This design comes from an exercise in tuning for small area, a short achievable clock period and few clock cycles per item on the open sky130 flow, not from production work.
No functional check of the RTL was part of this run.

[design/flow/config.mk]
export PLATFORM = sky130hd
export DESIGN_NAME = rgb_cmyk_color_converter_core
export DESIGN_NICKNAME = rgb_cmyk_color_converter_core
export VERILOG_FILES = /design/flow/design.v
export SDC_FILE = /design/flow/constraint.sdc
export NUM_CORES = 4
export LEC_CHECK = 0
export CAP_MARGIN = 20
export CORE_MARGIN = 2
export CORE_UTILIZATION = 40
export SLEW_MARGIN = 20
[design/flow/constraint.sdc]
create_clock -name core_clock -period 8.0 [get_ports {clk_i}]
set_input_delay 1.6000 -clock core_clock [delete_from_list [all_inputs] [get_ports {clk_i}]]
set_output_delay 1.6000 -clock core_clock [all_outputs]
set_load 0.01 [all_outputs]
[design/flow/design.v]
package rcc_pkg;
  localparam int unsigned REQ_W = 2 + 3 * 8 + 4 * 14;
  localparam int unsigned RES_W = 3 * 8 + 4 * 14 + 1;
  localparam logic [13:0] FULL_SCALE = 14'd10000;
  localparam logic [7:0]  BYTE_MAX   = 8'd255;
  localparam logic [19:0] B_DEN      = 20'd390625;
  localparam logic [1:0] MODE_RGB2CMYK = 2'd0;
  localparam logic [1:0] MODE_RGB2CMY  = 2'd1;
  localparam logic [1:0] MODE_CMYK2RGB = 2'd2;
  localparam logic [1:0] MODE_CMY2RGB  = 2'd3;
endpackage
import rcc_pkg::*;
module rcc_div_stage #(
  parameter int unsigned STEPS = 1
) (
  input  logic [26:0] st_i,
  output logic [26:0] st_o
);
  logic [18:0] rem;
  logic [7:0]  sh;
  logic [19:0] t;
  logic [20:0] df;
  always_comb begin
    {rem, sh} = st_i;
    for (int s = 0; s < STEPS; s++) begin
      t   = {rem, sh[7]};
      df  = {1'b0, t} - {1'b0, B_DEN};
      rem = df[20] ? t[18:0] : df[18:0];
      sh  = {sh[6:0], !df[20]};
    end
    st_o = {rem, sh};
  end
endmodule
import rcc_pkg::*;
module rcc_front (
  input  logic [REQ_W-1:0] req_i,
  output logic [1:0]       mode_o,
  output logic             bad_o,
  output logic [2:0][13:0] a_o,
  output logic [13:0]      b_o,
  output logic [7:0]       u_o
);
  logic [1:0]       req_type;
  logic [2:0][7:0]  rgb;
  logic [2:0][13:0] cmy;
  logic [13:0]      black_in;
  logic [7:0]       mx, den, dn;
  logic [2:0]       sh;
  logic [7:0]       n;
  logic             cmy_over, k_over;
  assign {req_type, rgb[0], rgb[1], rgb[2], cmy[0], cmy[1], cmy[2], black_in} = req_i;
  always_comb begin
    mx = (rgb[0] >= rgb[1]) ? rgb[0] : rgb[1];
    if (rgb[2] > mx) mx = rgb[2];
    cmy_over = (cmy[0] > FULL_SCALE) || (cmy[1] > FULL_SCALE) || (cmy[2] > FULL_SCALE);
    k_over   = black_in > FULL_SCALE;
    mode_o = req_type;
    bad_o  = ((req_type == MODE_CMYK2RGB) && (cmy_over || k_over)) ||
             ((req_type == MODE_CMY2RGB) && cmy_over);
    den = (req_type == MODE_RGB2CMYK) ? mx : BYTE_MAX;
    casez (den)
      8'b1???????: sh = 3'd0;
      8'b01??????: sh = 3'd1;
      8'b001?????: sh = 3'd2;
      8'b0001????: sh = 3'd3;
      8'b00001???: sh = 3'd4;
      8'b000001??: sh = 3'd5;
      8'b0000001?: sh = 3'd6;
      default:     sh = 3'd7;
    endcase
    dn = den << sh;
    for (int l = 0; l < 3; l++) begin
      n = den - rgb[l];
      if (!req_type[1]) a_o[l] = {6'b0, n << sh};
      else              a_o[l] = FULL_SCALE - cmy[l];
    end
    if (!req_type[1])                   b_o = {7'b0, dn[6:0]};
    else if (req_type == MODE_CMYK2RGB) b_o = FULL_SCALE - black_in;
    else                                b_o = FULL_SCALE;
    u_o = (req_type == MODE_RGB2CMYK) ? BYTE_MAX - mx : 8'd0;
  end
endmodule
import rcc_pkg::*;
module rgb_cmyk_color_converter_core (
  input  logic             clk_i,
  input  logic             rst_ni,
  input  logic             start_i,
  output logic             busy_o,
  input  logic [REQ_W-1:0] req_i,
  output logic             done_o,
  output logic [RES_W-1:0] res_o
);
  assign busy_o = 1'b0;
  logic [1:0]       f_mode;
  logic             f_bad;
  logic [2:0][13:0] f_a;
  logic [13:0]      f_b;
  logic [7:0]       f_u;
  rcc_front u_front (
    .req_i  (req_i),
    .mode_o (f_mode),
    .bad_o  (f_bad),
    .a_o    (f_a),
    .b_o    (f_b),
    .u_o    (f_u)
  );
  logic             v1_q;
  logic [1:0]       mode1_q;
  logic             bad1_q;
  logic [2:0][13:0] a1_q;
  logic [13:0]      b1_q;
  logic [7:0]       u1_q;
  always_ff @(posedge clk_i or negedge rst_ni) begin
    if (!rst_ni) v1_q <= 1'b0;
    else         v1_q <= start_i;
  end
  always_ff @(posedge clk_i) begin
    mode1_q <= f_mode;
    bad1_q  <= f_bad;
    a1_q    <= f_a;
    b1_q    <= f_b;
    u1_q    <= f_u;
  end
  logic [22:0]      recip, mb;
  logic [2:0][29:0] p;
  logic [13:0]      black;
  rcc_recip u_recip (.i_i(b1_q[6:0]), .r_o(recip));
  assign mb = mode1_q[1] ? {9'b0, b1_q} : recip;
  for (genvar l = 0; l < 3; l++) begin : g_mul
    rcc_mul u_mul (.a_i(a1_q[l]), .b_i(mb), .p_o(p[l]));
  end
  rcc_black u_black (.u_i(u1_q), .k_o(black));
  logic             v2_q;
  logic [1:0]       mode2_q;
  logic             bad2_q;
  logic [2:0][29:0] p2_q;
  logic [13:0]      black2_q;
  always_ff @(posedge clk_i or negedge rst_ni) begin
    if (!rst_ni) v2_q <= 1'b0;
    else         v2_q <= v1_q;
  end
  always_ff @(posedge clk_i) begin
    mode2_q  <= mode1_q;
    bad2_q   <= bad1_q;
    p2_q     <= p;
    black2_q <= black;
  end
  logic [2:0][26:0] m, st3;
  always_comb begin
    for (int l = 0; l < 3; l++) begin
      m[l] = p2_q[l][26:0] - {8'b0, p2_q[l][26:8]} - {26'b0, |p2_q[l][7:0]};
    end
  end
  for (genvar l = 0; l < 3; l++) begin : g_div3
    rcc_div_stage #(.STEPS(4)) u_div (.st_i(m[l]), .st_o(st3[l]));
  end
  logic             v3_q, isb3_q, bad3_q;
  logic [2:0][26:0] st3_q, st4;
  logic [13:0]      black3_q;
  always_ff @(posedge clk_i or negedge rst_ni) begin
    if (!rst_ni) v3_q <= 1'b0;
    else         v3_q <= v2_q;
  end
  always_ff @(posedge clk_i) begin
    isb3_q   <= mode2_q[1];
    bad3_q   <= bad2_q;
    black3_q <= black2_q;
    for (int l = 0; l < 3; l++)
      st3_q[l] <= mode2_q[1] ? st3[l] : {13'b0, p2_q[l][29:16]};
  end
  for (genvar l = 0; l < 3; l++) begin : g_div4
    rcc_div_stage #(.STEPS(4)) u_div (.st_i(st3_q[l]), .st_o(st4[l]));
  end
  logic             v_o_q, isb_o_q, bad_o_q;
  logic [2:0][13:0] q_o_q;
  logic [13:0]      black_o_q;
  always_ff @(posedge clk_i or negedge rst_ni) begin
    if (!rst_ni) v_o_q <= 1'b0;
    else         v_o_q <= v3_q;
  end
  always_ff @(posedge clk_i) begin
    isb_o_q   <= isb3_q;
    bad_o_q   <= bad3_q;
    black_o_q <= black3_q;
    for (int l = 0; l < 3; l++)
      q_o_q[l] <= isb3_q ? {6'b0, st4[l][7:0]} : st3_q[l][13:0];
  end
  always_comb begin
    res_o = '0;
    res_o[0] = bad_o_q;
    for (int l = 0; l < 3; l++) begin
      if (isb_o_q) begin
        if (!bad_o_q) res_o[80 - 8*l -: 8] = q_o_q[l][7:0];
      end else begin
        res_o[56 - 14*l -: 14] = q_o_q[l];
      end
    end
    res_o[14:1] = black_o_q;
  end
  assign done_o = v_o_q;
endmodule
module rcc_recip (
  input  logic [6:0]  i_i,
  output logic [22:0] r_o
);
  always_comb begin
    case (i_i)
      7'd0: r_o = 23'd5120000;
      7'd1: r_o = 23'd5080311;
      7'd2: r_o = 23'd5041231;
      7'd3: r_o = 23'd5002749;
      7'd4: r_o = 23'd4964849;
      7'd5: r_o = 23'd4927519;
      7'd6: r_o = 23'd4890747;
      7'd7: r_o = 23'd4854519;
      7'd8: r_o = 23'd4818824;
      7'd9: r_o = 23'd4783650;
      7'd10: r_o = 23'd4748986;
      7'd11: r_o = 23'd4714821;
      7'd12: r_o = 23'd4681143;
      7'd13: r_o = 23'd4647944;
      7'd14: r_o = 23'd4615212;
      7'd15: r_o = 23'd4582938;
      7'd16: r_o = 23'd4551112;
      7'd17: r_o = 23'd4519725;
      7'd18: r_o = 23'd4488768;
      7'd19: r_o = 23'd4458232;
      7'd20: r_o = 23'd4428109;
      7'd21: r_o = 23'd4398390;
      7'd22: r_o = 23'd4369067;
      7'd23: r_o = 23'd4340133;
      7'd24: r_o = 23'd4311579;
      7'd25: r_o = 23'd4283399;
      7'd26: r_o = 23'd4255585;
      7'd27: r_o = 23'd4228130;
      7'd28: r_o = 23'd4201026;
      7'd29: r_o = 23'd4174268;
      7'd30: r_o = 23'd4147849;
      7'd31: r_o = 23'd4121762;
      7'd32: r_o = 23'd4096000;
      7'd33: r_o = 23'd4070560;
      7'd34: r_o = 23'd4045433;
      7'd35: r_o = 23'd4020614;
      7'd36: r_o = 23'd3996098;
      7'd37: r_o = 23'd3971879;
      7'd38: r_o = 23'd3947952;
      7'd39: r_o = 23'd3924312;
      7'd40: r_o = 23'd3900953;
      7'd41: r_o = 23'd3877870;
      7'd42: r_o = 23'd3855059;
      7'd43: r_o = 23'd3832515;
      7'd44: r_o = 23'd3810233;
      7'd45: r_o = 23'd3788209;
      7'd46: r_o = 23'd3766437;
      7'd47: r_o = 23'd3744915;
      7'd48: r_o = 23'd3723637;
      7'd49: r_o = 23'd3702599;
      7'd50: r_o = 23'd3681798;
      7'd51: r_o = 23'd3661230;
      7'd52: r_o = 23'd3640889;
      7'd53: r_o = 23'd3620774;
      7'd54: r_o = 23'd3600880;
      7'd55: r_o = 23'd3581203;
      7'd56: r_o = 23'd3561740;
      7'd57: r_o = 23'd3542487;
      7'd58: r_o = 23'd3523441;
      7'd59: r_o = 23'd3504599;
      7'd60: r_o = 23'd3485958;
      7'd61: r_o = 23'd3467514;
      7'd62: r_o = 23'd3449264;
      7'd63: r_o = 23'd3431205;
      7'd64: r_o = 23'd3413334;
      7'd65: r_o = 23'd3395648;
      7'd66: r_o = 23'd3378145;
      7'd67: r_o = 23'd3360821;
      7'd68: r_o = 23'd3343674;
      7'd69: r_o = 23'd3326701;
      7'd70: r_o = 23'd3309899;
      7'd71: r_o = 23'd3293267;
      7'd72: r_o = 23'd3276800;
      7'd73: r_o = 23'd3260498;
      7'd74: r_o = 23'd3244357;
      7'd75: r_o = 23'd3228375;
      7'd76: r_o = 23'd3212550;
      7'd77: r_o = 23'd3196879;
      7'd78: r_o = 23'd3181360;
      7'd79: r_o = 23'd3165991;
      7'd80: r_o = 23'd3150770;
      7'd81: r_o = 23'd3135694;
      7'd82: r_o = 23'd3120762;
      7'd83: r_o = 23'd3105972;
      7'd84: r_o = 23'd3091321;
      7'd85: r_o = 23'd3076808;
      7'd86: r_o = 23'd3062430;
      7'd87: r_o = 23'd3048187;
      7'd88: r_o = 23'd3034075;
      7'd89: r_o = 23'd3020093;
      7'd90: r_o = 23'd3006239;
      7'd91: r_o = 23'd2992512;
      7'd92: r_o = 23'd2978910;
      7'd93: r_o = 23'd2965430;
      7'd94: r_o = 23'd2952073;
      7'd95: r_o = 23'd2938835;
      7'd96: r_o = 23'd2925715;
      7'd97: r_o = 23'd2912712;
      7'd98: r_o = 23'd2899824;
      7'd99: r_o = 23'd2887049;
      7'd100: r_o = 23'd2874386;
      7'd101: r_o = 23'd2861835;
      7'd102: r_o = 23'd2849392;
      7'd103: r_o = 23'd2837057;
      7'd104: r_o = 23'd2824828;
      7'd105: r_o = 23'd2812704;
      7'd106: r_o = 23'd2800684;
      7'd107: r_o = 23'd2788766;
      7'd108: r_o = 23'd2776950;
      7'd109: r_o = 23'd2765233;
      7'd110: r_o = 23'd2753614;
      7'd111: r_o = 23'd2742093;
      7'd112: r_o = 23'd2730667;
      7'd113: r_o = 23'd2719337;
      7'd114: r_o = 23'd2708100;
      7'd115: r_o = 23'd2696955;
      7'd116: r_o = 23'd2685902;
      7'd117: r_o = 23'd2674939;
      7'd118: r_o = 23'd2664066;
      7'd119: r_o = 23'd2653280;
      7'd120: r_o = 23'd2642581;
      7'd121: r_o = 23'd2631968;
      7'd122: r_o = 23'd2621440;
      7'd123: r_o = 23'd2610997;
      7'd124: r_o = 23'd2600635;
      7'd125: r_o = 23'd2590356;
      7'd126: r_o = 23'd2580158;
      7'd127: r_o = 23'd2570040;
      default: r_o = 23'd0;
    endcase
  end
endmodule
module rcc_black (
  input  logic [7:0]  u_i,
  output logic [13:0] k_o
);
  logic [5:0] f;
  always_comb begin
    case (u_i)
      8'd0: f = 6'd0;
      8'd1: f = 6'd0;
      8'd2: f = 6'd0;
      8'd3: f = 6'd0;
      8'd4: f = 6'd0;
      8'd5: f = 6'd1;
      8'd6: f = 6'd1;
      8'd7: f = 6'd1;
      8'd8: f = 6'd1;
      8'd9: f = 6'd1;
      8'd10: f = 6'd2;
      8'd11: f = 6'd2;
      8'd12: f = 6'd2;
      8'd13: f = 6'd2;
      8'd14: f = 6'd3;
      8'd15: f = 6'd3;
      8'd16: f = 6'd3;
      8'd17: f = 6'd3;
      8'd18: f = 6'd3;
      8'd19: f = 6'd4;
      8'd20: f = 6'd4;
      8'd21: f = 6'd4;
      8'd22: f = 6'd4;
      8'd23: f = 6'd4;
      8'd24: f = 6'd5;
      8'd25: f = 6'd5;
      8'd26: f = 6'd5;
      8'd27: f = 6'd5;
      8'd28: f = 6'd6;
      8'd29: f = 6'd6;
      8'd30: f = 6'd6;
      8'd31: f = 6'd6;
      8'd32: f = 6'd6;
      8'd33: f = 6'd7;
      8'd34: f = 6'd7;
      8'd35: f = 6'd7;
      8'd36: f = 6'd7;
      8'd37: f = 6'd7;
      8'd38: f = 6'd8;
      8'd39: f = 6'd8;
      8'd40: f = 6'd8;
      8'd41: f = 6'd8;
      8'd42: f = 6'd9;
      8'd43: f = 6'd9;
      8'd44: f = 6'd9;
      8'd45: f = 6'd9;
      8'd46: f = 6'd9;
      8'd47: f = 6'd10;
      8'd48: f = 6'd10;
      8'd49: f = 6'd10;
      8'd50: f = 6'd10;
      8'd51: f = 6'd11;
      8'd52: f = 6'd11;
      8'd53: f = 6'd11;
      8'd54: f = 6'd11;
      8'd55: f = 6'd11;
      8'd56: f = 6'd12;
      8'd57: f = 6'd12;
      8'd58: f = 6'd12;
      8'd59: f = 6'd12;
      8'd60: f = 6'd12;
      8'd61: f = 6'd13;
      8'd62: f = 6'd13;
      8'd63: f = 6'd13;
      8'd64: f = 6'd13;
      8'd65: f = 6'd14;
      8'd66: f = 6'd14;
      8'd67: f = 6'd14;
      8'd68: f = 6'd14;
      8'd69: f = 6'd14;
      8'd70: f = 6'd15;
      8'd71: f = 6'd15;
      8'd72: f = 6'd15;
      8'd73: f = 6'd15;
      8'd74: f = 6'd15;
      8'd75: f = 6'd16;
      8'd76: f = 6'd16;
      8'd77: f = 6'd16;
      8'd78: f = 6'd16;
      8'd79: f = 6'd17;
      8'd80: f = 6'd17;
      8'd81: f = 6'd17;
      8'd82: f = 6'd17;
      8'd83: f = 6'd17;
      8'd84: f = 6'd18;
      8'd85: f = 6'd18;
      8'd86: f = 6'd18;
      8'd87: f = 6'd18;
      8'd88: f = 6'd18;
      8'd89: f = 6'd19;
      8'd90: f = 6'd19;
      8'd91: f = 6'd19;
      8'd92: f = 6'd19;
      8'd93: f = 6'd20;
      8'd94: f = 6'd20;
      8'd95: f = 6'd20;
      8'd96: f = 6'd20;
      8'd97: f = 6'd20;
      8'd98: f = 6'd21;
      8'd99: f = 6'd21;
      8'd100: f = 6'd21;
      8'd101: f = 6'd21;
      8'd102: f = 6'd22;
      8'd103: f = 6'd22;
      8'd104: f = 6'd22;
      8'd105: f = 6'd22;
      8'd106: f = 6'd22;
      8'd107: f = 6'd23;
      8'd108: f = 6'd23;
      8'd109: f = 6'd23;
      8'd110: f = 6'd23;
      8'd111: f = 6'd23;
      8'd112: f = 6'd24;
      8'd113: f = 6'd24;
      8'd114: f = 6'd24;
      8'd115: f = 6'd24;
      8'd116: f = 6'd25;
      8'd117: f = 6'd25;
      8'd118: f = 6'd25;
      8'd119: f = 6'd25;
      8'd120: f = 6'd25;
      8'd121: f = 6'd26;
      8'd122: f = 6'd26;
      8'd123: f = 6'd26;
      8'd124: f = 6'd26;
      8'd125: f = 6'd26;
      8'd126: f = 6'd27;
      8'd127: f = 6'd27;
      8'd128: f = 6'd27;
      8'd129: f = 6'd27;
      8'd130: f = 6'd28;
      8'd131: f = 6'd28;
      8'd132: f = 6'd28;
      8'd133: f = 6'd28;
      8'd134: f = 6'd28;
      8'd135: f = 6'd29;
      8'd136: f = 6'd29;
      8'd137: f = 6'd29;
      8'd138: f = 6'd29;
      8'd139: f = 6'd29;
      8'd140: f = 6'd30;
      8'd141: f = 6'd30;
      8'd142: f = 6'd30;
      8'd143: f = 6'd30;
      8'd144: f = 6'd31;
      8'd145: f = 6'd31;
      8'd146: f = 6'd31;
      8'd147: f = 6'd31;
      8'd148: f = 6'd31;
      8'd149: f = 6'd32;
      8'd150: f = 6'd32;
      8'd151: f = 6'd32;
      8'd152: f = 6'd32;
      8'd153: f = 6'd33;
      8'd154: f = 6'd33;
      8'd155: f = 6'd33;
      8'd156: f = 6'd33;
      8'd157: f = 6'd33;
      8'd158: f = 6'd34;
      8'd159: f = 6'd34;
      8'd160: f = 6'd34;
      8'd161: f = 6'd34;
      8'd162: f = 6'd34;
      8'd163: f = 6'd35;
      8'd164: f = 6'd35;
      8'd165: f = 6'd35;
      8'd166: f = 6'd35;
      8'd167: f = 6'd36;
      8'd168: f = 6'd36;
      8'd169: f = 6'd36;
      8'd170: f = 6'd36;
      8'd171: f = 6'd36;
      8'd172: f = 6'd37;
      8'd173: f = 6'd37;
      8'd174: f = 6'd37;
      8'd175: f = 6'd37;
      8'd176: f = 6'd37;
      8'd177: f = 6'd38;
      8'd178: f = 6'd38;
      8'd179: f = 6'd38;
      8'd180: f = 6'd38;
      8'd181: f = 6'd39;
      8'd182: f = 6'd39;
      8'd183: f = 6'd39;
      8'd184: f = 6'd39;
      8'd185: f = 6'd39;
      8'd186: f = 6'd40;
      8'd187: f = 6'd40;
      8'd188: f = 6'd40;
      8'd189: f = 6'd40;
      8'd190: f = 6'd40;
      8'd191: f = 6'd41;
      8'd192: f = 6'd41;
      8'd193: f = 6'd41;
      8'd194: f = 6'd41;
      8'd195: f = 6'd42;
      8'd196: f = 6'd42;
      8'd197: f = 6'd42;
      8'd198: f = 6'd42;
      8'd199: f = 6'd42;
      8'd200: f = 6'd43;
      8'd201: f = 6'd43;
      8'd202: f = 6'd43;
      8'd203: f = 6'd43;
      8'd204: f = 6'd44;
      8'd205: f = 6'd44;
      8'd206: f = 6'd44;
      8'd207: f = 6'd44;
      8'd208: f = 6'd44;
      8'd209: f = 6'd45;
      8'd210: f = 6'd45;
      8'd211: f = 6'd45;
      8'd212: f = 6'd45;
      8'd213: f = 6'd45;
      8'd214: f = 6'd46;
      8'd215: f = 6'd46;
      8'd216: f = 6'd46;
      8'd217: f = 6'd46;
      8'd218: f = 6'd47;
      8'd219: f = 6'd47;
      8'd220: f = 6'd47;
      8'd221: f = 6'd47;
      8'd222: f = 6'd47;
      8'd223: f = 6'd48;
      8'd224: f = 6'd48;
      8'd225: f = 6'd48;
      8'd226: f = 6'd48;
      8'd227: f = 6'd48;
      8'd228: f = 6'd49;
      8'd229: f = 6'd49;
      8'd230: f = 6'd49;
      8'd231: f = 6'd49;
      8'd232: f = 6'd50;
      8'd233: f = 6'd50;
      8'd234: f = 6'd50;
      8'd235: f = 6'd50;
      8'd236: f = 6'd50;
      8'd237: f = 6'd51;
      8'd238: f = 6'd51;
      8'd239: f = 6'd51;
      8'd240: f = 6'd51;
      8'd241: f = 6'd51;
      8'd242: f = 6'd52;
      8'd243: f = 6'd52;
      8'd244: f = 6'd52;
      8'd245: f = 6'd52;
      8'd246: f = 6'd53;
      8'd247: f = 6'd53;
      8'd248: f = 6'd53;
      8'd249: f = 6'd53;
      8'd250: f = 6'd53;
      8'd251: f = 6'd54;
      8'd252: f = 6'd54;
      8'd253: f = 6'd54;
      8'd254: f = 6'd54;
      8'd255: f = 6'd55;
      default: f = 6'd0;
    endcase
    k_o = 14'(u_i) * 14'd39 + 14'(f);
  end
endmodule
module rcc_mul (
  input  logic [13:0] a_i,
  input  logic [22:0] b_i,
  output logic [29:0] p_o
);
  logic [13:0][22:0] pp;
  logic [29:0] s, c;
  always_comb begin
    for (int i = 0; i < 14; i++)
      for (int j = 0; j < 23; j++)
        pp[i][j] = a_i[i] & b_i[j];
  end
  wire t1 = pp[0][13] ^ pp[1][12];
  wire t2 = pp[0][13] & pp[1][12];
  wire t3 = pp[0][14] ^ pp[1][13] ^ pp[2][12];
  wire t4 = (pp[0][14] ^ pp[1][13]) ? pp[2][12] : pp[0][14];
  wire t5 = pp[0][15] ^ pp[1][14] ^ pp[2][13];
  wire t6 = (pp[0][15] ^ pp[1][14]) ? pp[2][13] : pp[0][15];
  wire t7 = pp[0][16] ^ pp[1][15] ^ pp[2][14];
  wire t8 = (pp[0][16] ^ pp[1][15]) ? pp[2][14] : pp[0][16];
  wire t9 = pp[0][17] ^ pp[1][16] ^ pp[2][15];
  wire t10 = (pp[0][17] ^ pp[1][16]) ? pp[2][15] : pp[0][17];
  wire t11 = pp[0][18] ^ pp[1][17] ^ pp[2][16];
  wire t12 = (pp[0][18] ^ pp[1][17]) ? pp[2][16] : pp[0][18];
  wire t13 = pp[0][19] ^ pp[1][18] ^ pp[2][17];
  wire t14 = (pp[0][19] ^ pp[1][18]) ? pp[2][17] : pp[0][19];
  wire t15 = pp[0][20] ^ pp[1][19] ^ pp[2][18];
  wire t16 = (pp[0][20] ^ pp[1][19]) ? pp[2][18] : pp[0][20];
  wire t17 = pp[0][21] ^ pp[1][20] ^ pp[2][19];
  wire t18 = (pp[0][21] ^ pp[1][20]) ? pp[2][19] : pp[0][21];
  wire t19 = pp[0][22] ^ pp[1][21];
  wire t20 = pp[0][22] & pp[1][21];
  wire t21 = pp[0][9] ^ pp[1][8];
  wire t22 = pp[0][9] & pp[1][8];
  wire t23 = pp[0][10] ^ pp[1][9] ^ pp[2][8];
  wire t24 = (pp[0][10] ^ pp[1][9]) ? pp[2][8] : pp[0][10];
  wire t25 = pp[3][7] ^ pp[4][6];
  wire t26 = pp[3][7] & pp[4][6];
  wire t27 = pp[0][11] ^ pp[1][10] ^ pp[2][9];
  wire t28 = (pp[0][11] ^ pp[1][10]) ? pp[2][9] : pp[0][11];
  wire t29 = pp[3][8] ^ pp[4][7] ^ pp[5][6];
  wire t30 = (pp[3][8] ^ pp[4][7]) ? pp[5][6] : pp[3][8];
  wire t31 = pp[6][5] ^ pp[7][4];
  wire t32 = pp[6][5] & pp[7][4];
  wire t33 = pp[0][12] ^ pp[1][11] ^ pp[2][10];
  wire t34 = (pp[0][12] ^ pp[1][11]) ? pp[2][10] : pp[0][12];
  wire t35 = pp[3][9] ^ pp[4][8] ^ pp[5][7];
  wire t36 = (pp[3][9] ^ pp[4][8]) ? pp[5][7] : pp[3][9];
  wire t37 = pp[6][6] ^ pp[7][5] ^ pp[8][4];
  wire t38 = (pp[6][6] ^ pp[7][5]) ? pp[8][4] : pp[6][6];
  wire t39 = pp[9][3] ^ pp[10][2];
  wire t40 = pp[9][3] & pp[10][2];
  wire t41 = t1 ^ pp[2][11] ^ pp[3][10];
  wire t42 = (t1 ^ pp[2][11]) ? pp[3][10] : t1;
  wire t43 = pp[4][9] ^ pp[5][8] ^ pp[6][7];
  wire t44 = (pp[4][9] ^ pp[5][8]) ? pp[6][7] : pp[4][9];
  wire t45 = pp[7][6] ^ pp[8][5] ^ pp[9][4];
  wire t46 = (pp[7][6] ^ pp[8][5]) ? pp[9][4] : pp[7][6];
  wire t47 = pp[10][3] ^ pp[11][2] ^ pp[12][1];
  wire t48 = (pp[10][3] ^ pp[11][2]) ? pp[12][1] : pp[10][3];
  wire t49 = t2 ^ t3 ^ pp[3][11];
  wire t50 = (t2 ^ t3) ? pp[3][11] : t2;
  wire t51 = pp[4][10] ^ pp[5][9] ^ pp[6][8];
  wire t52 = (pp[4][10] ^ pp[5][9]) ? pp[6][8] : pp[4][10];
  wire t53 = pp[7][7] ^ pp[8][6] ^ pp[9][5];
  wire t54 = (pp[7][7] ^ pp[8][6]) ? pp[9][5] : pp[7][7];
  wire t55 = pp[10][4] ^ pp[11][3] ^ pp[12][2];
  wire t56 = (pp[10][4] ^ pp[11][3]) ? pp[12][2] : pp[10][4];
  wire t57 = t4 ^ t5 ^ pp[3][12];
  wire t58 = (t4 ^ t5) ? pp[3][12] : t4;
  wire t59 = pp[4][11] ^ pp[5][10] ^ pp[6][9];
  wire t60 = (pp[4][11] ^ pp[5][10]) ? pp[6][9] : pp[4][11];
  wire t61 = pp[7][8] ^ pp[8][7] ^ pp[9][6];
  wire t62 = (pp[7][8] ^ pp[8][7]) ? pp[9][6] : pp[7][8];
  wire t63 = pp[10][5] ^ pp[11][4] ^ pp[12][3];
  wire t64 = (pp[10][5] ^ pp[11][4]) ? pp[12][3] : pp[10][5];
  wire t65 = t6 ^ t7 ^ pp[3][13];
  wire t66 = (t6 ^ t7) ? pp[3][13] : t6;
  wire t67 = pp[4][12] ^ pp[5][11] ^ pp[6][10];
  wire t68 = (pp[4][12] ^ pp[5][11]) ? pp[6][10] : pp[4][12];
  wire t69 = pp[7][9] ^ pp[8][8] ^ pp[9][7];
  wire t70 = (pp[7][9] ^ pp[8][8]) ? pp[9][7] : pp[7][9];
  wire t71 = pp[10][6] ^ pp[11][5] ^ pp[12][4];
  wire t72 = (pp[10][6] ^ pp[11][5]) ? pp[12][4] : pp[10][6];
  wire t73 = t8 ^ t9 ^ pp[3][14];
  wire t74 = (t8 ^ t9) ? pp[3][14] : t8;
  wire t75 = pp[4][13] ^ pp[5][12] ^ pp[6][11];
  wire t76 = (pp[4][13] ^ pp[5][12]) ? pp[6][11] : pp[4][13];
  wire t77 = pp[7][10] ^ pp[8][9] ^ pp[9][8];
  wire t78 = (pp[7][10] ^ pp[8][9]) ? pp[9][8] : pp[7][10];
  wire t79 = pp[10][7] ^ pp[11][6] ^ pp[12][5];
  wire t80 = (pp[10][7] ^ pp[11][6]) ? pp[12][5] : pp[10][7];
  wire t81 = t10 ^ t11 ^ pp[3][15];
  wire t82 = (t10 ^ t11) ? pp[3][15] : t10;
  wire t83 = pp[4][14] ^ pp[5][13] ^ pp[6][12];
  wire t84 = (pp[4][14] ^ pp[5][13]) ? pp[6][12] : pp[4][14];
  wire t85 = pp[7][11] ^ pp[8][10] ^ pp[9][9];
  wire t86 = (pp[7][11] ^ pp[8][10]) ? pp[9][9] : pp[7][11];
  wire t87 = pp[10][8] ^ pp[11][7] ^ pp[12][6];
  wire t88 = (pp[10][8] ^ pp[11][7]) ? pp[12][6] : pp[10][8];
  wire t89 = t12 ^ t13 ^ pp[3][16];
  wire t90 = (t12 ^ t13) ? pp[3][16] : t12;
  wire t91 = pp[4][15] ^ pp[5][14] ^ pp[6][13];
  wire t92 = (pp[4][15] ^ pp[5][14]) ? pp[6][13] : pp[4][15];
  wire t93 = pp[7][12] ^ pp[8][11] ^ pp[9][10];
  wire t94 = (pp[7][12] ^ pp[8][11]) ? pp[9][10] : pp[7][12];
  wire t95 = pp[10][9] ^ pp[11][8] ^ pp[12][7];
  wire t96 = (pp[10][9] ^ pp[11][8]) ? pp[12][7] : pp[10][9];
  wire t97 = t14 ^ t15 ^ pp[3][17];
  wire t98 = (t14 ^ t15) ? pp[3][17] : t14;
  wire t99 = pp[4][16] ^ pp[5][15] ^ pp[6][14];
  wire t100 = (pp[4][16] ^ pp[5][15]) ? pp[6][14] : pp[4][16];
  wire t101 = pp[7][13] ^ pp[8][12] ^ pp[9][11];
  wire t102 = (pp[7][13] ^ pp[8][12]) ? pp[9][11] : pp[7][13];
  wire t103 = pp[10][10] ^ pp[11][9] ^ pp[12][8];
  wire t104 = (pp[10][10] ^ pp[11][9]) ? pp[12][8] : pp[10][10];
  wire t105 = t16 ^ t17 ^ pp[3][18];
  wire t106 = (t16 ^ t17) ? pp[3][18] : t16;
  wire t107 = pp[4][17] ^ pp[5][16] ^ pp[6][15];
  wire t108 = (pp[4][17] ^ pp[5][16]) ? pp[6][15] : pp[4][17];
  wire t109 = pp[7][14] ^ pp[8][13] ^ pp[9][12];
  wire t110 = (pp[7][14] ^ pp[8][13]) ? pp[9][12] : pp[7][14];
  wire t111 = pp[10][11] ^ pp[11][10] ^ pp[12][9];
  wire t112 = (pp[10][11] ^ pp[11][10]) ? pp[12][9] : pp[10][11];
  wire t113 = t18 ^ t19 ^ pp[2][20];
  wire t114 = (t18 ^ t19) ? pp[2][20] : t18;
  wire t115 = pp[3][19] ^ pp[4][18] ^ pp[5][17];
  wire t116 = (pp[3][19] ^ pp[4][18]) ? pp[5][17] : pp[3][19];
  wire t117 = pp[6][16] ^ pp[7][15] ^ pp[9][13];
  wire t118 = (pp[6][16] ^ pp[7][15]) ? pp[9][13] : pp[6][16];
  wire t119 = pp[10][12] ^ pp[11][11] ^ pp[12][10];
  wire t120 = (pp[10][12] ^ pp[11][11]) ? pp[12][10] : pp[10][12];
  wire t121 = t20 ^ pp[1][22] ^ pp[2][21];
  wire t122 = (t20 ^ pp[1][22]) ? pp[2][21] : t20;
  wire t123 = pp[3][20] ^ pp[4][19] ^ pp[5][18];
  wire t124 = (pp[3][20] ^ pp[4][19]) ? pp[5][18] : pp[3][20];
  wire t125 = pp[6][17] ^ pp[7][16] ^ pp[10][13];
  wire t126 = (pp[6][17] ^ pp[7][16]) ? pp[10][13] : pp[6][17];
  wire t127 = pp[11][12] ^ pp[12][11];
  wire t128 = pp[11][12] & pp[12][11];
  wire t129 = pp[2][22] ^ pp[3][21] ^ pp[4][20];
  wire t130 = (pp[2][22] ^ pp[3][21]) ? pp[4][20] : pp[2][22];
  wire t131 = pp[5][19] ^ pp[6][18] ^ pp[7][17];
  wire t132 = (pp[5][19] ^ pp[6][18]) ? pp[7][17] : pp[5][19];
  wire t133 = pp[0][6] ^ pp[1][5];
  wire t134 = pp[0][6] & pp[1][5];
  wire t135 = pp[0][7] ^ pp[1][6] ^ pp[2][5];
  wire t136 = (pp[0][7] ^ pp[1][6]) ? pp[2][5] : pp[0][7];
  wire t137 = pp[3][4] ^ pp[4][3];
  wire t138 = pp[3][4] & pp[4][3];
  wire t139 = pp[0][8] ^ pp[1][7] ^ pp[2][6];
  wire t140 = (pp[0][8] ^ pp[1][7]) ? pp[2][6] : pp[0][8];
  wire t141 = pp[3][5] ^ pp[4][4] ^ pp[5][3];
  wire t142 = (pp[3][5] ^ pp[4][4]) ? pp[5][3] : pp[3][5];
  wire t143 = pp[6][2] ^ pp[7][1];
  wire t144 = pp[6][2] & pp[7][1];
  wire t145 = t21 ^ pp[2][7] ^ pp[3][6];
  wire t146 = (t21 ^ pp[2][7]) ? pp[3][6] : t21;
  wire t147 = pp[4][5] ^ pp[5][4] ^ pp[6][3];
  wire t148 = (pp[4][5] ^ pp[5][4]) ? pp[6][3] : pp[4][5];
  wire t149 = pp[7][2] ^ pp[8][1] ^ pp[9][0];
  wire t150 = (pp[7][2] ^ pp[8][1]) ? pp[9][0] : pp[7][2];
  wire t151 = t22 ^ t23 ^ t25;
  wire t152 = (t22 ^ t23) ? t25 : t22;
  wire t153 = pp[5][5] ^ pp[6][4] ^ pp[7][3];
  wire t154 = (pp[5][5] ^ pp[6][4]) ? pp[7][3] : pp[5][5];
  wire t155 = pp[8][2] ^ pp[9][1] ^ pp[10][0];
  wire t156 = (pp[8][2] ^ pp[9][1]) ? pp[10][0] : pp[8][2];
  wire t157 = t24 ^ t26 ^ t27;
  wire t158 = (t24 ^ t26) ? t27 : t24;
  wire t159 = t29 ^ t31 ^ pp[8][3];
  wire t160 = (t29 ^ t31) ? pp[8][3] : t29;
  wire t161 = pp[9][2] ^ pp[10][1] ^ pp[11][0];
  wire t162 = (pp[9][2] ^ pp[10][1]) ? pp[11][0] : pp[9][2];
  wire t163 = t28 ^ t30 ^ t32;
  wire t164 = (t28 ^ t30) ? t32 : t28;
  wire t165 = t33 ^ t35 ^ t37;
  wire t166 = (t33 ^ t35) ? t37 : t33;
  wire t167 = t39 ^ pp[11][1] ^ pp[12][0];
  wire t168 = (t39 ^ pp[11][1]) ? pp[12][0] : t39;
  wire t169 = t34 ^ t36 ^ t38;
  wire t170 = (t34 ^ t36) ? t38 : t34;
  wire t171 = t40 ^ t41 ^ t43;
  wire t172 = (t40 ^ t41) ? t43 : t40;
  wire t173 = t45 ^ t47 ^ pp[13][0];
  wire t174 = (t45 ^ t47) ? pp[13][0] : t45;
  wire t175 = t42 ^ t44 ^ t46;
  wire t176 = (t42 ^ t44) ? t46 : t42;
  wire t177 = t48 ^ t49 ^ t51;
  wire t178 = (t48 ^ t49) ? t51 : t48;
  wire t179 = t53 ^ t55 ^ pp[13][1];
  wire t180 = (t53 ^ t55) ? pp[13][1] : t53;
  wire t181 = t50 ^ t52 ^ t54;
  wire t182 = (t50 ^ t52) ? t54 : t50;
  wire t183 = t56 ^ t57 ^ t59;
  wire t184 = (t56 ^ t57) ? t59 : t56;
  wire t185 = t61 ^ t63 ^ pp[13][2];
  wire t186 = (t61 ^ t63) ? pp[13][2] : t61;
  wire t187 = t58 ^ t60 ^ t62;
  wire t188 = (t58 ^ t60) ? t62 : t58;
  wire t189 = t64 ^ t65 ^ t67;
  wire t190 = (t64 ^ t65) ? t67 : t64;
  wire t191 = t69 ^ t71 ^ pp[13][3];
  wire t192 = (t69 ^ t71) ? pp[13][3] : t69;
  wire t193 = t66 ^ t68 ^ t70;
  wire t194 = (t66 ^ t68) ? t70 : t66;
  wire t195 = t72 ^ t73 ^ t75;
  wire t196 = (t72 ^ t73) ? t75 : t72;
  wire t197 = t77 ^ t79 ^ pp[13][4];
  wire t198 = (t77 ^ t79) ? pp[13][4] : t77;
  wire t199 = t74 ^ t76 ^ t78;
  wire t200 = (t74 ^ t76) ? t78 : t74;
  wire t201 = t80 ^ t81 ^ t83;
  wire t202 = (t80 ^ t81) ? t83 : t80;
  wire t203 = t85 ^ t87 ^ pp[13][5];
  wire t204 = (t85 ^ t87) ? pp[13][5] : t85;
  wire t205 = t82 ^ t84 ^ t86;
  wire t206 = (t82 ^ t84) ? t86 : t82;
  wire t207 = t88 ^ t89 ^ t91;
  wire t208 = (t88 ^ t89) ? t91 : t88;
  wire t209 = t93 ^ t95 ^ pp[13][6];
  wire t210 = (t93 ^ t95) ? pp[13][6] : t93;
  wire t211 = t90 ^ t92 ^ t94;
  wire t212 = (t90 ^ t92) ? t94 : t90;
  wire t213 = t96 ^ t97 ^ t99;
  wire t214 = (t96 ^ t97) ? t99 : t96;
  wire t215 = t101 ^ t103 ^ pp[13][7];
  wire t216 = (t101 ^ t103) ? pp[13][7] : t101;
  wire t217 = t98 ^ t100 ^ t102;
  wire t218 = (t98 ^ t100) ? t102 : t98;
  wire t219 = t104 ^ t105 ^ t107;
  wire t220 = (t104 ^ t105) ? t107 : t104;
  wire t221 = t109 ^ t111 ^ pp[13][8];
  wire t222 = (t109 ^ t111) ? pp[13][8] : t109;
  wire t223 = t106 ^ t108 ^ t110;
  wire t224 = (t106 ^ t108) ? t110 : t106;
  wire t225 = t112 ^ t113 ^ t115;
  wire t226 = (t112 ^ t113) ? t115 : t112;
  wire t227 = t117 ^ t119 ^ pp[13][9];
  wire t228 = (t117 ^ t119) ? pp[13][9] : t117;
  wire t229 = t114 ^ t116 ^ t118;
  wire t230 = (t114 ^ t116) ? t118 : t114;
  wire t231 = t120 ^ t121 ^ t123;
  wire t232 = (t120 ^ t121) ? t123 : t120;
  wire t233 = t125 ^ t127 ^ pp[13][10];
  wire t234 = (t125 ^ t127) ? pp[13][10] : t125;
  wire t235 = t122 ^ t124 ^ t126;
  wire t236 = (t122 ^ t124) ? t126 : t122;
  wire t237 = t128 ^ t129 ^ t131;
  wire t238 = (t128 ^ t129) ? t131 : t128;
  wire t239 = pp[11][13] ^ pp[12][12] ^ pp[13][11];
  wire t240 = (pp[11][13] ^ pp[12][12]) ? pp[13][11] : pp[11][13];
  wire t241 = t130 ^ t132 ^ pp[3][22];
  wire t242 = (t130 ^ t132) ? pp[3][22] : t130;
  wire t243 = pp[4][21] ^ pp[5][20] ^ pp[6][19];
  wire t244 = (pp[4][21] ^ pp[5][20]) ? pp[6][19] : pp[4][21];
  wire t245 = pp[7][18] ^ pp[12][13] ^ pp[13][12];
  wire t246 = (pp[7][18] ^ pp[12][13]) ? pp[13][12] : pp[7][18];
  wire t247 = pp[4][22] ^ pp[5][21] ^ pp[6][20];
  wire t248 = (pp[4][22] ^ pp[5][21]) ? pp[6][20] : pp[4][22];
  wire t249 = pp[0][4] ^ pp[1][3];
  wire t250 = pp[0][4] & pp[1][3];
  wire t251 = pp[0][5] ^ pp[1][4] ^ pp[2][3];
  wire t252 = (pp[0][5] ^ pp[1][4]) ? pp[2][3] : pp[0][5];
  wire t253 = pp[3][2] ^ pp[4][1];
  wire t254 = pp[3][2] & pp[4][1];
  wire t255 = t133 ^ pp[2][4] ^ pp[3][3];
  wire t256 = (t133 ^ pp[2][4]) ? pp[3][3] : t133;
  wire t257 = pp[4][2] ^ pp[5][1] ^ pp[6][0];
  wire t258 = (pp[4][2] ^ pp[5][1]) ? pp[6][0] : pp[4][2];
  wire t259 = t134 ^ t135 ^ t137;
  wire t260 = (t134 ^ t135) ? t137 : t134;
  wire t261 = pp[5][2] ^ pp[6][1] ^ pp[7][0];
  wire t262 = (pp[5][2] ^ pp[6][1]) ? pp[7][0] : pp[5][2];
  wire t263 = t136 ^ t138 ^ t139;
  wire t264 = (t136 ^ t138) ? t139 : t136;
  wire t265 = t141 ^ t143 ^ pp[8][0];
  wire t266 = (t141 ^ t143) ? pp[8][0] : t141;
  wire t267 = t140 ^ t142 ^ t144;
  wire t268 = (t140 ^ t142) ? t144 : t140;
  wire t269 = t145 ^ t147 ^ t149;
  wire t270 = (t145 ^ t147) ? t149 : t145;
  wire t271 = t146 ^ t148 ^ t150;
  wire t272 = (t146 ^ t148) ? t150 : t146;
  wire t273 = t151 ^ t153 ^ t155;
  wire t274 = (t151 ^ t153) ? t155 : t151;
  wire t275 = t152 ^ t154 ^ t156;
  wire t276 = (t152 ^ t154) ? t156 : t152;
  wire t277 = t157 ^ t159 ^ t161;
  wire t278 = (t157 ^ t159) ? t161 : t157;
  wire t279 = t158 ^ t160 ^ t162;
  wire t280 = (t158 ^ t160) ? t162 : t158;
  wire t281 = t163 ^ t165 ^ t167;
  wire t282 = (t163 ^ t165) ? t167 : t163;
  wire t283 = t164 ^ t166 ^ t168;
  wire t284 = (t164 ^ t166) ? t168 : t164;
  wire t285 = t169 ^ t171 ^ t173;
  wire t286 = (t169 ^ t171) ? t173 : t169;
  wire t287 = t170 ^ t172 ^ t174;
  wire t288 = (t170 ^ t172) ? t174 : t170;
  wire t289 = t175 ^ t177 ^ t179;
  wire t290 = (t175 ^ t177) ? t179 : t175;
  wire t291 = t176 ^ t178 ^ t180;
  wire t292 = (t176 ^ t178) ? t180 : t176;
  wire t293 = t181 ^ t183 ^ t185;
  wire t294 = (t181 ^ t183) ? t185 : t181;
  wire t295 = t182 ^ t184 ^ t186;
  wire t296 = (t182 ^ t184) ? t186 : t182;
  wire t297 = t187 ^ t189 ^ t191;
  wire t298 = (t187 ^ t189) ? t191 : t187;
  wire t299 = t188 ^ t190 ^ t192;
  wire t300 = (t188 ^ t190) ? t192 : t188;
  wire t301 = t193 ^ t195 ^ t197;
  wire t302 = (t193 ^ t195) ? t197 : t193;
  wire t303 = t194 ^ t196 ^ t198;
  wire t304 = (t194 ^ t196) ? t198 : t194;
  wire t305 = t199 ^ t201 ^ t203;
  wire t306 = (t199 ^ t201) ? t203 : t199;
  wire t307 = t200 ^ t202 ^ t204;
  wire t308 = (t200 ^ t202) ? t204 : t200;
  wire t309 = t205 ^ t207 ^ t209;
  wire t310 = (t205 ^ t207) ? t209 : t205;
  wire t311 = t206 ^ t208 ^ t210;
  wire t312 = (t206 ^ t208) ? t210 : t206;
  wire t313 = t211 ^ t213 ^ t215;
  wire t314 = (t211 ^ t213) ? t215 : t211;
  wire t315 = t212 ^ t214 ^ t216;
  wire t316 = (t212 ^ t214) ? t216 : t212;
  wire t317 = t217 ^ t219 ^ t221;
  wire t318 = (t217 ^ t219) ? t221 : t217;
  wire t319 = t218 ^ t220 ^ t222;
  wire t320 = (t218 ^ t220) ? t222 : t218;
  wire t321 = t223 ^ t225 ^ t227;
  wire t322 = (t223 ^ t225) ? t227 : t223;
  wire t323 = t224 ^ t226 ^ t228;
  wire t324 = (t224 ^ t226) ? t228 : t224;
  wire t325 = t229 ^ t231 ^ t233;
  wire t326 = (t229 ^ t231) ? t233 : t229;
  wire t327 = t230 ^ t232 ^ t234;
  wire t328 = (t230 ^ t232) ? t234 : t230;
  wire t329 = t235 ^ t237 ^ t239;
  wire t330 = (t235 ^ t237) ? t239 : t235;
  wire t331 = t236 ^ t238 ^ t240;
  wire t332 = (t236 ^ t238) ? t240 : t236;
  wire t333 = t241 ^ t243 ^ t245;
  wire t334 = (t241 ^ t243) ? t245 : t241;
  wire t335 = t242 ^ t244 ^ t246;
  wire t336 = (t242 ^ t244) ? t246 : t242;
  wire t337 = t247 ^ pp[7][19] ^ pp[13][13];
  wire t338 = (t247 ^ pp[7][19]) ? pp[13][13] : t247;
  wire t339 = t248 ^ pp[5][22] ^ pp[6][21];
  wire t340 = (t248 ^ pp[5][22]) ? pp[6][21] : t248;
  wire t341 = pp[0][3] ^ pp[1][2];
  wire t342 = pp[0][3] & pp[1][2];
  wire t343 = t249 ^ pp[2][2] ^ pp[3][1];
  wire t344 = (t249 ^ pp[2][2]) ? pp[3][1] : t249;
  wire t345 = t250 ^ t251 ^ t253;
  wire t346 = (t250 ^ t251) ? t253 : t250;
  wire t347 = t252 ^ t254 ^ t255;
  wire t348 = (t252 ^ t254) ? t255 : t252;
  wire t349 = t256 ^ t258 ^ t259;
  wire t350 = (t256 ^ t258) ? t259 : t256;
  wire t351 = t260 ^ t262 ^ t263;
  wire t352 = (t260 ^ t262) ? t263 : t260;
  wire t353 = t264 ^ t266 ^ t267;
  wire t354 = (t264 ^ t266) ? t267 : t264;
  wire t355 = t268 ^ t270 ^ t271;
  wire t356 = (t268 ^ t270) ? t271 : t268;
  wire t357 = t272 ^ t274 ^ t275;
  wire t358 = (t272 ^ t274) ? t275 : t272;
  wire t359 = t276 ^ t278 ^ t279;
  wire t360 = (t276 ^ t278) ? t279 : t276;
  wire t361 = t280 ^ t282 ^ t283;
  wire t362 = (t280 ^ t282) ? t283 : t280;
  wire t363 = t284 ^ t286 ^ t287;
  wire t364 = (t284 ^ t286) ? t287 : t284;
  wire t365 = t288 ^ t290 ^ t291;
  wire t366 = (t288 ^ t290) ? t291 : t288;
  wire t367 = t292 ^ t294 ^ t295;
  wire t368 = (t292 ^ t294) ? t295 : t292;
  wire t369 = t296 ^ t298 ^ t299;
  wire t370 = (t296 ^ t298) ? t299 : t296;
  wire t371 = t300 ^ t302 ^ t303;
  wire t372 = (t300 ^ t302) ? t303 : t300;
  wire t373 = t304 ^ t306 ^ t307;
  wire t374 = (t304 ^ t306) ? t307 : t304;
  wire t375 = t308 ^ t310 ^ t311;
  wire t376 = (t308 ^ t310) ? t311 : t308;
  wire t377 = t312 ^ t314 ^ t315;
  wire t378 = (t312 ^ t314) ? t315 : t312;
  wire t379 = t316 ^ t318 ^ t319;
  wire t380 = (t316 ^ t318) ? t319 : t316;
  wire t381 = t320 ^ t322 ^ t323;
  wire t382 = (t320 ^ t322) ? t323 : t320;
  wire t383 = t324 ^ t326 ^ t327;
  wire t384 = (t324 ^ t326) ? t327 : t324;
  wire t385 = t328 ^ t330 ^ t331;
  wire t386 = (t328 ^ t330) ? t331 : t328;
  wire t387 = t332 ^ t334 ^ t335;
  wire t388 = (t332 ^ t334) ? t335 : t332;
  wire t389 = t336 ^ t338 ^ t339;
  wire t390 = (t336 ^ t338) ? t339 : t336;
  wire t391 = t340 ^ pp[6][22];
  wire t392 = t340 & pp[6][22];
  wire t393 = pp[0][2] ^ pp[1][1];
  wire t394 = pp[0][2] & pp[1][1];
  wire t395 = t341 ^ pp[2][1] ^ pp[3][0];
  wire t396 = (t341 ^ pp[2][1]) ? pp[3][0] : t341;
  wire t397 = t342 ^ t343 ^ pp[4][0];
  wire t398 = (t342 ^ t343) ? pp[4][0] : t342;
  wire t399 = t344 ^ t345 ^ pp[5][0];
  wire t400 = (t344 ^ t345) ? pp[5][0] : t344;
  wire t401 = t346 ^ t347 ^ t257;
  wire t402 = (t346 ^ t347) ? t257 : t346;
  wire t403 = t348 ^ t349 ^ t261;
  wire t404 = (t348 ^ t349) ? t261 : t348;
  wire t405 = t350 ^ t351 ^ t265;
  wire t406 = (t350 ^ t351) ? t265 : t350;
  wire t407 = t352 ^ t353 ^ t269;
  wire t408 = (t352 ^ t353) ? t269 : t352;
  wire t409 = t354 ^ t355 ^ t273;
  wire t410 = (t354 ^ t355) ? t273 : t354;
  wire t411 = t356 ^ t357 ^ t277;
  wire t412 = (t356 ^ t357) ? t277 : t356;
  wire t413 = t358 ^ t359 ^ t281;
  wire t414 = (t358 ^ t359) ? t281 : t358;
  wire t415 = t360 ^ t361 ^ t285;
  wire t416 = (t360 ^ t361) ? t285 : t360;
  wire t417 = t362 ^ t363 ^ t289;
  wire t418 = (t362 ^ t363) ? t289 : t362;
  wire t419 = t364 ^ t365 ^ t293;
  wire t420 = (t364 ^ t365) ? t293 : t364;
  wire t421 = t366 ^ t367 ^ t297;
  wire t422 = (t366 ^ t367) ? t297 : t366;
  wire t423 = t368 ^ t369 ^ t301;
  wire t424 = (t368 ^ t369) ? t301 : t368;
  wire t425 = t370 ^ t371 ^ t305;
  wire t426 = (t370 ^ t371) ? t305 : t370;
  wire t427 = t372 ^ t373 ^ t309;
  wire t428 = (t372 ^ t373) ? t309 : t372;
  wire t429 = t374 ^ t375 ^ t313;
  wire t430 = (t374 ^ t375) ? t313 : t374;
  wire t431 = t376 ^ t377 ^ t317;
  wire t432 = (t376 ^ t377) ? t317 : t376;
  wire t433 = t378 ^ t379 ^ t321;
  wire t434 = (t378 ^ t379) ? t321 : t378;
  wire t435 = t380 ^ t381 ^ t325;
  wire t436 = (t380 ^ t381) ? t325 : t380;
  wire t437 = t382 ^ t383 ^ t329;
  wire t438 = (t382 ^ t383) ? t329 : t382;
  wire t439 = t384 ^ t385 ^ t333;
  wire t440 = (t384 ^ t385) ? t333 : t384;
  wire t441 = t386 ^ t387 ^ t337;
  wire t442 = (t386 ^ t387) ? t337 : t386;
  wire t443 = t388 ^ t389 ^ pp[7][20];
  wire t444 = (t388 ^ t389) ? pp[7][20] : t388;
  wire t445 = t390 ^ t391 ^ pp[7][21];
  wire t446 = (t390 ^ t391) ? pp[7][21] : t390;
  wire t447 = t392 ^ pp[7][22];
  wire t448 = t392 & pp[7][22];
  assign s = {t446, t444, t442, t440, t438, t436, t434, t432, t430, t428, t426, t424, t422, t420, t418, t416, t414, t412, t410, t408, t406, t404, t402, t400, t398, t396, t394, t393, pp[0][1], pp[0][0]};
  assign c = {t447, t445, t443, t441, t439, t437, t435, t433, t431, t429, t427, t425, t423, t421, t419, t417, t415, t413, t411, t409, t407, t405, t403, t401, t399, t397, t395, pp[2][0], pp[1][0], 1'b0};
  assign p_o = s + c;
endmodule
[design/flow/run.sh]
#!/bin/bash
# synth_recipe.tcl (not shown) runs the flow's synth.tcl, then flattens the netlist and writes it again
# the make line also repeats each setting of config.mk as NAME=value (left out here)
make -C /OpenROAD-flow-scripts/flow DESIGN_CONFIG=/design/flow/config.mk WORK_HOME=/design/flow/orfs CLKGATE_MAP_FILE= SYNTH_SCRIPT=/design/flow/synth_recipe.tcl finish
==> results by group <==
Global route
  • Vias in the first global route: approximately 65,000
  • Initial antenna violation count: 8
  • First-pass GRT wire length: approximately 350,000 um
  • Gr usage total: 0.267
  • Pin count of the biggest net entering global routing: 65
  • Total gr overflow: 0

Final layout
  • Fin nets: ~10,000
  • Number of filler cells placed in the layout: about 15,000
  • Share of cells above drive strength 1: 0.190
  • Post-synthesis to final-layout area growth: 26.7%
  • Fin util: 0.511

Logic synthesis
  • Synth Area in Compound Gates: 0.202
  • Synthesized area per cell: roughly 7.1 um^2
  • EDFF count, synth: 0
  • Largest area contributor in the netlist: xnor2_1
  • Main flop type after synthesis: dfxtp_1
  • Synth area leaders: xnor2_1 (17%), dfxtp_1 (11%), nand2_1 (7.4%), maj3_1 (7.3%), ha_1 (7.1%)
  • Synth top area share: 0.166
  • Adder-cell share of the synthesized area: 0.152
  • Largest family of logic cells by synthesized area: XOR/XNOR gates
  • Cell area after synthesis: about 63,000 um^2
  • Synthesis-stage register bit count: 360
  • Post-Synth Simple-Gate Area: 0.225
  • Post-synthesis mux area share: 0.0179
  • Yosys warns: 6
  • Syn Inst Count: just under 9,000
  • Synth Area in XOR/XNOR: 0.233
  • Syn nets: around 9,300
  • Async set or reset register ratio after synthesis: 0.0111
  • Sequential fraction of the synthesis area: 0.115
  • Synth cell types: around 120

Floorplan
  • Chip Height: roughly 400 um
  • Io pins: 168
  • Starting density of the core: 0.403
  • Die X: roughly 400 um
  • CORE AREA: ~160,000 um^2
  • Site Rows: about 150
  • Full die area: ~160,000 um^2

Routing
  • WL per Instance: roughly 19 um
  • Via count: 67,002
  • Detailed Route Iter0 Violations: between 4,000 and 5,000
  • Vias per cell: roughly 5.6
  • DRT Wirelength: around 220,000 um
  • DRT Pass-1 Iters: 6
  • Antenna Violating Nets Remaining: 0
  • DRC Markers: 0

STA
  • Max Clock Skew: around 26 ps
  • Max_slew headroom: 0.266
  • Final min period: 8570 ps
  • Max Clk Rate: 117 MHz
  • Fin worst setup slack: -574 ps
  • Hold Fails Final Rpt: 0
  • Worst Max-Slew Pin Slew: about 1100 ps
  • Final hold slack: 318 ps
  • RSZ-0062 raised after global routing: yes
  • TNS Setup: -23,440 ps
  • Slew Viols, Final: 0
  • Final Cycle Share: 1.07
  • Final setup fails: 56

Setup path
  • Arr. time, crit path: approximately 9100 ps
  • CP peak stage delay: about 560 ps
  • CP max stage cell: or4_4
  • Critical Path Start Type: register
  • Critical R2R Capture: st3_q[9]
  • Worst r2r path cells: 37
  • Setup crit start: p2_q[1]
  • Worst reg2reg setup slack: -570 ps
  • Biggest fanout along the worst timing path: 6
  • CP endpoint: st3_q[9]
  • Crit path capture type: register
  • Critical path data required time: 8560 ps
  • CP Class: register to register
  • Reg-to-reg startpoint: p2_q[1]

Min path
  • Class of the worst hold path: register to register

Place
  • IO buf count: roughly 170
  • Pre-CTS WS: -1230 ps
  • Routability cong.: about 0.93
  • HPWL after DPL: between 150,000 and 200,000 um

CTS
  • Hold buffers post-CTS: 0
  • TritonCTS clock tree: built
  • CTS Sinks: between 300 and 400
  • Total CTS buffers: 46
  • H-tree levels: 2
  • Worst skew pair latency: between 600 and 700 ps
  • Clk root buf: clkbuf_16
  • Clock transition at path regs: 70 ps
  • Maximum root-to-sink buffer count: 3

Status
  • Outcome: failed layout checks
  • Failing Checks: setup timing

Flow run
  • Total of max-cap violations: 0
## stage by stage
step                instances  area, um^2
detailed placement      11848       75800
global placement        11848       75800
global route            12028       80000
CTS                     12000       79000
floorplan                8835       64000
finish                  12029       80000
## kinds of logic (layout without fill, tap and decap cells)
logic type	Yosys count	in the layout
simple gates	3048	3048
compound gates	1924	1924
xor+xnor	1672	1672
buf+inv	884	2019
fa+ha+maj	842	842
flops	360	360
mux	104	104
other cells	1	2
## synth_stat cells (91+ instances only)
master    number
nor2_1       634
o21ai_0      420
o21a_1        91
nor3_1       195
ha_1         357
xor2_1       469
a21oi_1      472
nand2_1     1250
and2_1       208
dfxtp_1      356
nand3_1      174
maj3_1       459
nor2b_1      114
clkbuf_1     337
xnor2_1     1197
a211oi_1      92
inv_1        446
## state kept, by name (all words and copies together) (netlist names), 23 cells and up
name,count
p2_q,90
a1_q,42
q_o_q,42
st3_q,81
recip,23
## how the worst min path moves through the flow
stage	cells past startpoint	endpoint	slack (ps)	startpoint
final	0	black3_q[6]	320	black2_q[6]
after global routing	0	black3_q[6]	330	black2_q[6]
after CTS	0	black3_q[6]	320	black2_q[6]
after detailed placement	0	black3_q[0]	310	black2_q[0]
after global placement	0	black3_q[3]	310	black2_q[3]
after floorplan	0	bad2_q	310	bad1_q
## layer usage
metal / wire, um / GRT usage / up-vias
met1: 103000 / 0.354 / 31838
met3: 11100 / 0.0232 / 379
li1: - / - / 32942
met2: 103000 / 0.454 / 1839
met4: 7130 / 0.0830 / 4
met5: 19 / 0 / -
## layout by cell type (no fill, tap or decap), types with 69 or more instances in the layout
master	instances
buf_4	1257
nand2_1	1237
xnor2_1	1176
nor2_1	617
xor2_1	465
maj3_1	459
a21oi_1	437
inv_1	431
o21ai_0	375
dfxtp_1	347
ha_1	334
and2_1	203
nor3_1	177
nand3_1	165
clkdlybuf4s50_1	162
nor2b_1	101
o21a_1	88
a21o_1	77
a211oi_1	76
o211ai_1	72
o21bai_1	69
a31oi_1	69
## cell type report
type	instances	area (um^2)	area share
multi-input combinational	7591	54700	0.684
clock inverter	30	418	0.00523
tap	2058	2570	0.0322
sequential	360	7240	0.0905
timing repair buffer	1486	12100	0.151
clock buffer	54	1270	0.0159
inverter	449	1690	0.0211
antenna	1	2.50	0.0000313
## worst max-delay path, delay by kind of cell (launching register included)
kind / cells / cell delay [ps]
AO/OA/AOI/OAI: 13 / 2820
AND/OR/NAND/NOR: 11 / 2560
adder cells (fa/ha/maj): 4 / 1270
buffers and inverters: 5 / 640
multiplexers: 2 / 490
XOR/XNOR: 2 / 380
flip-flops: 1 / 320
## repair_timing
item                       in CTS  in global routing
resized for setup             192                157
pin swaps                      99                 85
setup endpoints to repair      79                 87
setup buffers                  64                 35
cloned                          6                  2

-- what the ideal ports hide --
No port has a modelled driver above. Below, the same layout with a new extraction and two added sets of constraints.
Step 1 sets driving cells, clkbuf_16 on the clock port and buf_2 on the other inputs (assumed; they add their load-dependent delay and slew).
Step 2, shift: input delay + t, output delay - t, t = (earliest + latest rising clock arrival at the registers) / 2. This alone moves slack from input paths to output paths.
Three values: no drivers, after step 1, after step 2; two values: the first two.
t (ns): 0.716
setup slack, ns: -0.574 / -0.574 / -0.574
worst setup path after step 2: register to register
clock arrival spread, ns: 0.041 / 0.041
The setup slack of this run moves by 0.000 ns with the drivers and by 0.000 ns with both steps.
